Background: an optimization exercise with open tools, aiming at small area and a short achievable clock period. Do not read the settings as production practice.
At most, simulation tests tie the RTL to the original design; equivalence was not proved.
No activity file was given, so power comes from the tool's default toggle rates.

Setup of oak:
Design lookahead_sw_alloc, start of the top module:
module lookahead_sw_alloc (
    input  wire           clk,
    input  wire           arst_n,
    input  wire [149:0]   req,
    input  wire [239:0]   age,
    input  wire [15:0]    credit_return_in,
    output wire [14:0]    sel_vc,
    output wire [14:0]    sel_pc,
    output wire [9:0]     vc_new,
    output wire [15:0]    credit_return_out,
    output wire [24:0]    uppv,
    output wire [3:0]     grant_new
);
    wire [39:0] win_age;
    wire [24:0] win_req;
    wire [4:0]  byp;
    wire [15:0] avail;
    wire [24:0] gnt;
    for (genvar i = 0; i < 5; i++) begin : g_in
        vc_arbiter u_vc_arb (
            .req     (req[i*30 +: 30]),
            .age     (age[i*48 +: 48]),
            .sel_vc  (sel_vc[i*3 +: 3]),
            .win_age (win_age[i*8 +: 8]),
            .win_req (win_req[i*5 +: 5]),
            .byp     (byp[i])
        );
    end
    output_arbiter u_out_arb (
        .win_req (win_req),
        .win_age (win_age),
        .avail   (avail),
        .sel_pc  (sel_pc),
        .vc_new  (vc_new),
        .consume (credit_return_out),
        .gnt     (gnt)
    );
  ...
For scale: ~1200 cells after synthesis, about 490 I/O pins.
clock: 29.0 ns
lec_check: 0
abc_area: 1
cap_margin: 20
core_margin: 2
core_utilization: 40
slew_margin: 20
standard.sh (not shown) runs the stock make flow with config.mk's settings and CLKGATE_MAP_FILE= SYNTH_SCRIPT=/design/flow/synth_recipe.tcl, a recipe that flattens the netlist after the stock synthesis.
==> flow/flow/run.sh <==
#!/bin/bash
# Standard layout, except that synthesis maps the logic with an area-first
# ABC script (flow/abc_min.script) in place of ORFS's. Everything else,
# registers included, is the standard synthesis and flow.
set -euo pipefail
W=$(pwd)
F=$W/flow
{
    echo "proc abc {args} {"
    echo "    set i [lsearch -exact \$args -script]"
    echo "    if {\$i >= 0} { lset args [expr {\$i + 1}] $F/abc_min.script }"
    echo "    yosys abc {*}\$args"
    echo "}"
    cat "$W/synth_recipe.tcl"
} > "$W/own_synth.tcl"
sed "s#SYNTH_SCRIPT=[^ ]*#SYNTH_SCRIPT=$W/own_synth.tcl#" "$W/standard.sh" > "$W/own_standard.sh"
export BUFFER_PORTS_ARGS="-buffer_cell sky130_fd_sc_hd__buf_1"
bash "$W/own_standard.sh" synth > "$W/synth.log" 2>&1
bash "$W/own_standard.sh" > "$W/layout.log" 2>&1
==> flow/flow/abc_min.script <==
strash
&get -n
&dch -f
&nf -R 1000
&put
Modified inputs, pine compared to oak
--- a/flow/flow/run.sh
+++ b/flow/flow/run.sh
@@ -16,0 +17 @@
+export SETUP_SLACK_MARGIN=8
==> flow/flow/abc_min.script <==
strash
&get -n
&dch -f
&nf -R 100
&put
buffer -c
upsize -c
dnsize -c
--- a/flow/config.mk
+++ b/flow/config.mk
@@ -11 +11 @@
-export CORE_UTILIZATION = 40
+export CORE_UTILIZATION = 65
Notes after the runs:
pine never completed; the flow aborted with a tool error in I/O pin placement. pine and oak ended up with nearly the same proportion of synthesized flip-flops having asynchronous set or reset. In terms of post-synthesis share of cell area spent on xor and xnor gates, oak and pine differ only marginally. In the tables for pine and oak, number of library cell types mapped by synthesis reads lower with oak. Relative to oak, pine degrades synthesized area.
For birch, these inputs were changed with respect to pine:
--- a/flow/flow/run.sh
+++ b/flow/flow/run.sh
@@ -17,2 +16,0 @@
-export SETUP_SLACK_MARGIN=8
-export BUFFER_PORTS_ARGS="-buffer_cell sky130_fd_sc_hd__buf_1"
==> flow/flow/abc_min.script <==
strash
&get -n
&dch -f
&nf -R 1000
&put
--- a/flow/config.mk
+++ b/flow/config.mk
@@ -11 +11 @@
-export CORE_UTILIZATION = 65
+export CORE_UTILIZATION = 40
Findings:
- In summary, birch completed successfully, with a layout that passed the timing, design-rule and antenna checks.
- birch vs pine: simple-gate portion of the synthesized area up
- Side by side, synthesized instance count turned out lower in birch than in pine.
- From pine to birch the numbers moved as follows: complex-gate fraction of the synthesized area went up by 1.5 points; distinct cell type count after synthesis went down by 21; xor and xnor fraction of the mapped netlist area was more or less identical; sequential-to-total area share from yosys stat went up by 0.52 points; horizontal extent of the die went up by 24%.
- birch and pine ended up with nearly the same adder-cell share of the synthesized area.
- Delta(number of placement rows, birch - pine) > 0
- Post-synthesis instance area | birch below pine
## Diff of input files: maple against birch
--- a/flow/flow/run.sh
+++ b/flow/flow/run.sh
@@ -16,0 +17 @@
+export BUFFER_PORTS_ARGS="-buffer_cell sky130_fd_sc_hd__buf_1"
==> flow/flow/abc_min.script <==
strash
&get -n
&dch -f
&nf -R 100
&put
buffer -c
upsize -c
dnsize -c
==> summary.txt <==
Delta (maple minus birch): share of power burned in combinational logic dropped 0.9 points; via density per instance dropped 0.59%; fraction of standard cell area in multi-input logic climbed 15 points.
--- input diff maple..cedar ---
--- a/flow/flow/run.sh
+++ b/flow/flow/run.sh
@@ -16,0 +17 @@
+export SETUP_SLACK_MARGIN=9
- On power, cedar does worse than maple.
- The run with more routed wire is cedar, not maple.
- | portion of the clock cycle consumed by the worst path in the final layout | lower: cedar |
- cedar: routed length on met1 160 um above maple
- Endpoint arrival time on the critical path is lower on cedar
- cedar against maple: sequential share of power lower; final area higher; sequential cell count roughly the same.

---

Starting RTL as in the previous note.
clock: 29.0 ns
lec_check: 0
abc_area: 1
cap_margin: 20
core_margin: 2
core_utilization: 40
slew_margin: 20
run.sh (not shown) runs the stock make flow with config.mk's settings and CLKGATE_MAP_FILE= SYNTH_SCRIPT=/design/flow/synth_recipe.tcl, a recipe that flattens the netlist after the stock synthesis.
Stock flow here: none of the scripts above is used.
Edit:
==> flow/flow/run.sh (new file) <==
#!/bin/bash
# Standard layout, except that synthesis maps the logic with an area-first
# ABC script (flow/abc_min.script) in place of ORFS's. Everything else,
# registers included, is the standard synthesis and flow.
set -euo pipefail
W=$(pwd)
F=$W/flow
{
    echo "proc abc {args} {"
    echo "    set i [lsearch -exact \$args -script]"
    echo "    if {\$i >= 0} { lset args [expr {\$i + 1}] $F/abc_min.script }"
    echo "    yosys abc {*}\$args"
    echo "}"
    cat "$W/synth_recipe.tcl"
} > "$W/own_synth.tcl"
sed "s#SYNTH_SCRIPT=[^ ]*#SYNTH_SCRIPT=$W/own_synth.tcl#" "$W/standard.sh" > "$W/own_standard.sh"
export SETUP_SLACK_MARGIN=10
export BUFFER_PORTS_ARGS="-buffer_cell sky130_fd_sc_hd__buf_1"
bash "$W/own_standard.sh" synth > "$W/synth.log" 2>&1
bash "$W/own_standard.sh" > "$W/layout.log" 2>&1
==> flow/flow/abc_min.script (new file) <==
strash
&get -n
&dch -f
&nf -R 100
&put
buffer -c
upsize -c
dnsize -c
==> flow/standard.sh (new file) <==
#!/bin/bash
# synth_recipe.tcl (not shown) runs the flow's synth.tcl, then flattens the netlist and writes it again
# the make line also repeats each setting of config.mk as NAME=value (left out here)
make -C /OpenROAD-flow-scripts/flow DESIGN_CONFIG=/design/flow/config.mk WORK_HOME=/design/flow/orfs CLKGATE_MAP_FILE= SYNTH_SCRIPT=/design/flow/synth_recipe.tcl "${@:-finish}"
removed: flow/run.sh
- combinational power drops by 63%
- utilization rises by 7.6 points
- routed wire length drops by 17%
- worst setup slack improved by 0.40 ns
Edit:
--- a/flow/flow/run.sh
+++ b/flow/flow/run.sh
@@ -15,5 +15,5 @@
 } > "$W/own_synth.tcl"
 sed "s#SYNTH_SCRIPT=[^ ]*#SYNTH_SCRIPT=$W/own_synth.tcl#" "$W/standard.sh" > "$W/own_standard.sh"
-export SETUP_SLACK_MARGIN=10
+export SETUP_SLACK_MARGIN=8
 export BUFFER_PORTS_ARGS="-buffer_cell sky130_fd_sc_hd__buf_1"
 bash "$W/own_standard.sh" synth > "$W/synth.log" 2>&1
Non-clock buffer count came out lower by 160.
Clock skew came out higher by 0.0036 ns.
Synthesized cell count stays the same.
Synthesized area does not change.
Clock-buffer cell count came out higher by 1.
Utilization came out lower by 14 points.
Global-route usage came out lower by 1.4 points.
Via count came out lower by 7.3%.
Edit:
==> flow/flow/abc_min.script (replaced) <==
strash
&get -n
&dc2
&dch -f
&nf -R 100
&put
buffer -c
upsize -c
dnsize -c
- routed wire length goes up by about 7%
- global-route usage goes up by 1.8 points
- final area goes up by 1.4%
- setup slack gets better by 0.025 ns
- sequential power hardly moves
- final cell count goes up by 6.6%
- non-clock buffer count goes down by 1
- total power goes up by 22%
- clock skew goes up by 0.0032 ns

---

== job 8148 ==
Another version of the RTL of lookahead_sw_alloc (not shown whole).
Size: roughly 1,200 cells after synthesis, ~490 I/O pins.
export LEC_CHECK = 0
export ABC_AREA = 1
export CAP_MARGIN = 20
export CORE_MARGIN = 2
export CORE_UTILIZATION = 40
export CTS_BUF_LIST = sky130_fd_sc_hd__clkbuf_8
export SLEW_MARGIN = 20
create_clock -name core_clock -period 29.0 [get_ports {clk}]
standard.sh (not shown) runs the stock make flow with config.mk's settings and CLKGATE_MAP_FILE= SYNTH_SCRIPT=/design/flow/synth_recipe.tcl, a recipe that flattens the netlist after the stock synthesis.
==> flow/flow/run.sh <==
#!/bin/bash
# Standard layout, except that synthesis maps the logic with an area-first
# ABC script (flow/abc_min.script) in place of ORFS's. Everything else,
# registers included, is the standard synthesis and flow.
set -euo pipefail
W=$(pwd)
F=$W/flow
{
    echo "proc abc {args} {"
    echo "    set i [lsearch -exact \$args -script]"
    echo "    if {\$i >= 0} { lset args [expr {\$i + 1}] $F/abc_min.script }"
    echo "    yosys abc {*}\$args"
    echo "}"
    cat "$W/synth_recipe.tcl"
} > "$W/own_synth.tcl"
sed "s#SYNTH_SCRIPT=[^ ]*#SYNTH_SCRIPT=$W/own_synth.tcl#" "$W/standard.sh" > "$W/own_standard.sh"
export SETUP_SLACK_MARGIN=8
export BUFFER_PORTS_ARGS="-buffer_cell sky130_fd_sc_hd__buf_1"
bash "$W/own_standard.sh" synth > "$W/synth.log" 2>&1
bash "$W/own_standard.sh" > "$W/layout.log" 2>&1
==> flow/flow/abc_min.script <==
strash
&get -n
&dch -f
&nf -R 1000
&put
#### Input delta (job 943 over job 8148)
- setting TNS_END_PERCENT to 0 for the first time
--- a/flow/flow/run.sh
+++ b/flow/flow/run.sh
@@ -17 +17 @@
-export SETUP_SLACK_MARGIN=8
+export SETUP_SLACK_MARGIN=9
==> flow/flow/abc_min.script <==
strash
&get -n
&dch -f
&nf -R 100
&put
buffer -c
upsize -c
dnsize -c
## What came out
- Compared with job 8148, in job 943 chip width now larger; area of placed instances comparable; critical path depth now smaller; clock-buffer cell count comparable; time the worst path needs with I/O delays and setup now smaller.
- Summary of job 943 over job 8148: layout buffer count excluding clock buffers grew by 4.7%, core utilization of the finished layout shows an increase of 0.31 points.
### job 943 -> job 670
- setting PLACE_DENSITY to 0.8 for the first time
- removing TNS_END_PERCENT (formerly 0)
--- a/flow/flow/run.sh
+++ b/flow/flow/run.sh
@@ -17 +17 @@
-export SETUP_SLACK_MARGIN=9
+export SETUP_SLACK_MARGIN=8
==> summary.txt <==
Delta (job 670 minus job 943): global placement routability congestion higher, count of placed standard cells including taps roughly the same.
On job 670: setup slack is 0.28 ns lower than what job 943 gave.
Looking at met2 layer wire length in the routed design, job 670 sits 0.44% lower than job 943 does.
Total power: job 670 below job 943
For job 198, these inputs were changed with respect to job 670:
- clearing PLACE_DENSITY, which used to be 0.8
- clearing CTS_BUF_LIST, which used to be sky130_fd_sc_hd__clkbuf_8
==> comparison <==
Having completed the whole flow, job 198 delivered a layout that passed the timing, design-rule and antenna checks.
Compare job 670 and job 198 | cell area lower: job 670
As far as max-slew violation count goes, job 670 and job 198 are indistinguishable; the numbers are identical.
Diff job 670 -> job 198: switching part of the total power fell 0.58 points; total number of sequential cells closely matched the old numbers.
Min met1 layer wirelength in the final routing across job 670 and job 198: job 670
Sort job 670 and job 198 by combinational share of power, ascending, and job 198 comes first.

---

## v6
lookahead_sw_alloc again, from the RTL that the note above started with.
Settings: LEC_CHECK=0, ABC_AREA=1, CAP_MARGIN=20, CORE_MARGIN=2, CORE_UTILIZATION=40, CTS_BUF_LIST=sky130_fd_sc_hd__clkbuf_8, SLEW_MARGIN=20, TNS_END_PERCENT=0; clock period 29.0 ns.
==> flow/flow/run.sh <==
#!/bin/bash
# Standard layout, except that synthesis maps the logic with an area-first
# ABC script (flow/abc_min.script) in place of ORFS's. Everything else,
# registers included, is the standard synthesis and flow.
set -euo pipefail
W=$(pwd)
F=$W/flow
{
    echo "proc abc {args} {"
    echo "    set i [lsearch -exact \$args -script]"
    echo "    if {\$i >= 0} { lset args [expr {\$i + 1}] $F/abc_min.script }"
    echo "    yosys abc {*}\$args"
    echo "}"
    cat "$W/synth_recipe.tcl"
} > "$W/own_synth.tcl"
sed "s#SYNTH_SCRIPT=[^ ]*#SYNTH_SCRIPT=$W/own_synth.tcl#" "$W/standard.sh" > "$W/own_standard.sh"
export SETUP_SLACK_MARGIN=8
export BUFFER_PORTS_ARGS="-buffer_cell sky130_fd_sc_hd__buf_1"
bash "$W/own_standard.sh" synth > "$W/synth.log" 2>&1
bash "$W/own_standard.sh" > "$W/layout.log" 2>&1
==> flow/flow/abc_min.script <==
strash
&get -n
&dch -f
&nf -R 100
&put
buffer -c
upsize -c
dnsize -c
v6 reached the final stage; the timing, design-rule and antenna checks on its layout passed.
> inputs changed (v6 -> v7)
- CTS_BUF_LIST: sky130_fd_sc_hd__clkbuf_8 -> unset
- TNS_END_PERCENT: 0 -> unset
-- flow/flow/run.sh --
<<< v6, line 17
export SETUP_SLACK_MARGIN=8
>>> v7, line 17
export SETUP_SLACK_MARGIN=7.5
Notes after the runs:
v7 against v6: total number of vias dropped 0.62%; share of final layout cell area taken by non-clock buffers went down 0.29 points; top achievable clock speed fell about 2.1%. Taking v6 as the reference, in v7 number of standard cells in the final layout excluding fillers -9, growth of design area from synthesis to finish -1.8 points.

---

Another version of the RTL of lookahead_sw_alloc (not shown whole).
Size: ~1300 cells after synthesis, about 48 flip-flops, roughly 490 I/O pins, about 9400 µm² of cells after synthesis.
clock: 29.0 ns
lec_check: 0
abc_area: 1
cap_margin: 20
core_margin: 2
core_utilization: 40
slew_margin: 20
==> flow/flow/run.sh <==
#!/bin/bash
# Standard layout, except that synthesis maps the logic with an area-first
# ABC script (flow/abc_min.script) in place of ORFS's. Everything else,
# registers included, is the standard synthesis and flow.
set -euo pipefail
W=$(pwd)
F=$W/flow
{
    echo "proc abc {args} {"
    echo "    set i [lsearch -exact \$args -script]"
    echo "    if {\$i >= 0} { lset args [expr {\$i + 1}] $F/abc_min.script }"
    echo "    yosys abc {*}\$args"
    echo "}"
    cat "$W/synth_recipe.tcl"
} > "$W/own_synth.tcl"
sed "s#SYNTH_SCRIPT=[^ ]*#SYNTH_SCRIPT=$W/own_synth.tcl#" "$W/standard.sh" > "$W/own_standard.sh"
export BUFFER_PORTS_ARGS="-buffer_cell sky130_fd_sc_hd__buf_1"
bash "$W/own_standard.sh" synth > "$W/synth.log" 2>&1
bash "$W/own_standard.sh" > "$W/layout.log" 2>&1
Scripts as last shown in full above: flow/flow/abc_min.script
The baseline completed without violations.
Then changed:
--- a/flow/flow/run.sh
+++ b/flow/flow/run.sh
@@ -16,2 +16,3 @@
 sed "s#SYNTH_SCRIPT=[^ ]*#SYNTH_SCRIPT=$W/own_synth.tcl#" "$W/standard.sh" > "$W/own_standard.sh"
+export SETUP_SLACK_MARGIN=8
 export BUFFER_PORTS_ARGS="-buffer_cell sky130_fd_sc_hd__buf_1"
What happened: Combinational power climbs slightly. Synthesized area stays the same. Sequential cell count is unchanged. Die area does not change.
Function was not checked in any run of this note: the RTL went through the layout flow alone.

[what the ideal ports hide]
No port has a modelled driver above. Below, the same layouts with a new extraction and two added sets of constraints. Step 1 assumes that a clkbuf_16 drives the clock port and a buf_2 every other input. Step 2, shift: input delay + t, output delay - t, t = (earliest + latest rising clock arrival at the registers) / 2. This alone moves slack from input paths to output paths. Three values: no drivers, after step 1, after step 2; two values: the first two.
| run | t (ns) | setup slack, ns | worst setup path after step 2 | latest minus earliest clock arrival (ns) |
|---|---|---|---|---|
| oak | 0.320 | 6.036 / 6.003 / 6.003 | input to output | 0.006 / 0.007 |
| birch | 0.325 | 5.370 / 5.342 / 5.342 | input to output | 0.006 / 0.007 |
| maple | 0.318 | 7.036 / 7.014 / 7.014 | input to output | 0.007 / 0.007 |
| cedar | 0.319 | 9.238 / 9.209 / 9.209 | input to output | 0.007 / 0.007 |
| the first run of note 2 | 0.327 | 9.084 / 9.060 / 9.060 | input to output | 0.007 / 0.008 |
| the second run of note 2 | 0.325 | 9.480 / 9.435 / 9.435 | input to output | 0.006 / 0.006 |
| the third run of note 2 | 0.321 | 8.414 / 8.359 / 8.359 | input to output | 0.010 / 0.009 |
| the fourth run of note 2 | 0.337 | 8.439 / 8.413 / 8.413 | input to output | 0.013 / 0.013 |
| job 8148 | 0.334 | 8.329 / 8.309 / 8.309 | input to output | 0.007 / 0.007 |
| job 943 | 0.339 | 8.695 / 8.649 / 8.649 | input to output | 0.006 / 0.007 |
| job 670 | 0.330 | 8.419 / 8.393 / 8.393 | input to output | 0.009 / 0.009 |
| job 198 | 0.323 | 8.380 / 8.359 / 8.359 | input to output | 0.006 / 0.006 |
| v6 | 0.337 | 8.347 / 8.324 / 8.324 | input to output | 0.007 / 0.007 |
| v7 | 0.322 | 7.893 / 7.872 / 7.872 | input to output | 0.006 / 0.005 |
| the first run of note 5 | 0.324 | 7.577 / 7.556 / 7.556 | input to output | 0.009 / 0.009 |
| the second run of note 5 | 0.324 | 8.532 / 8.509 / 8.509 | input to output | 0.008 / 0.008 |
After both steps setup and hold are still met in every run listed. The setup slack of the third run of note 2, which loses most, moves by -0.055 ns with the drivers and by -0.055 ns with both steps.
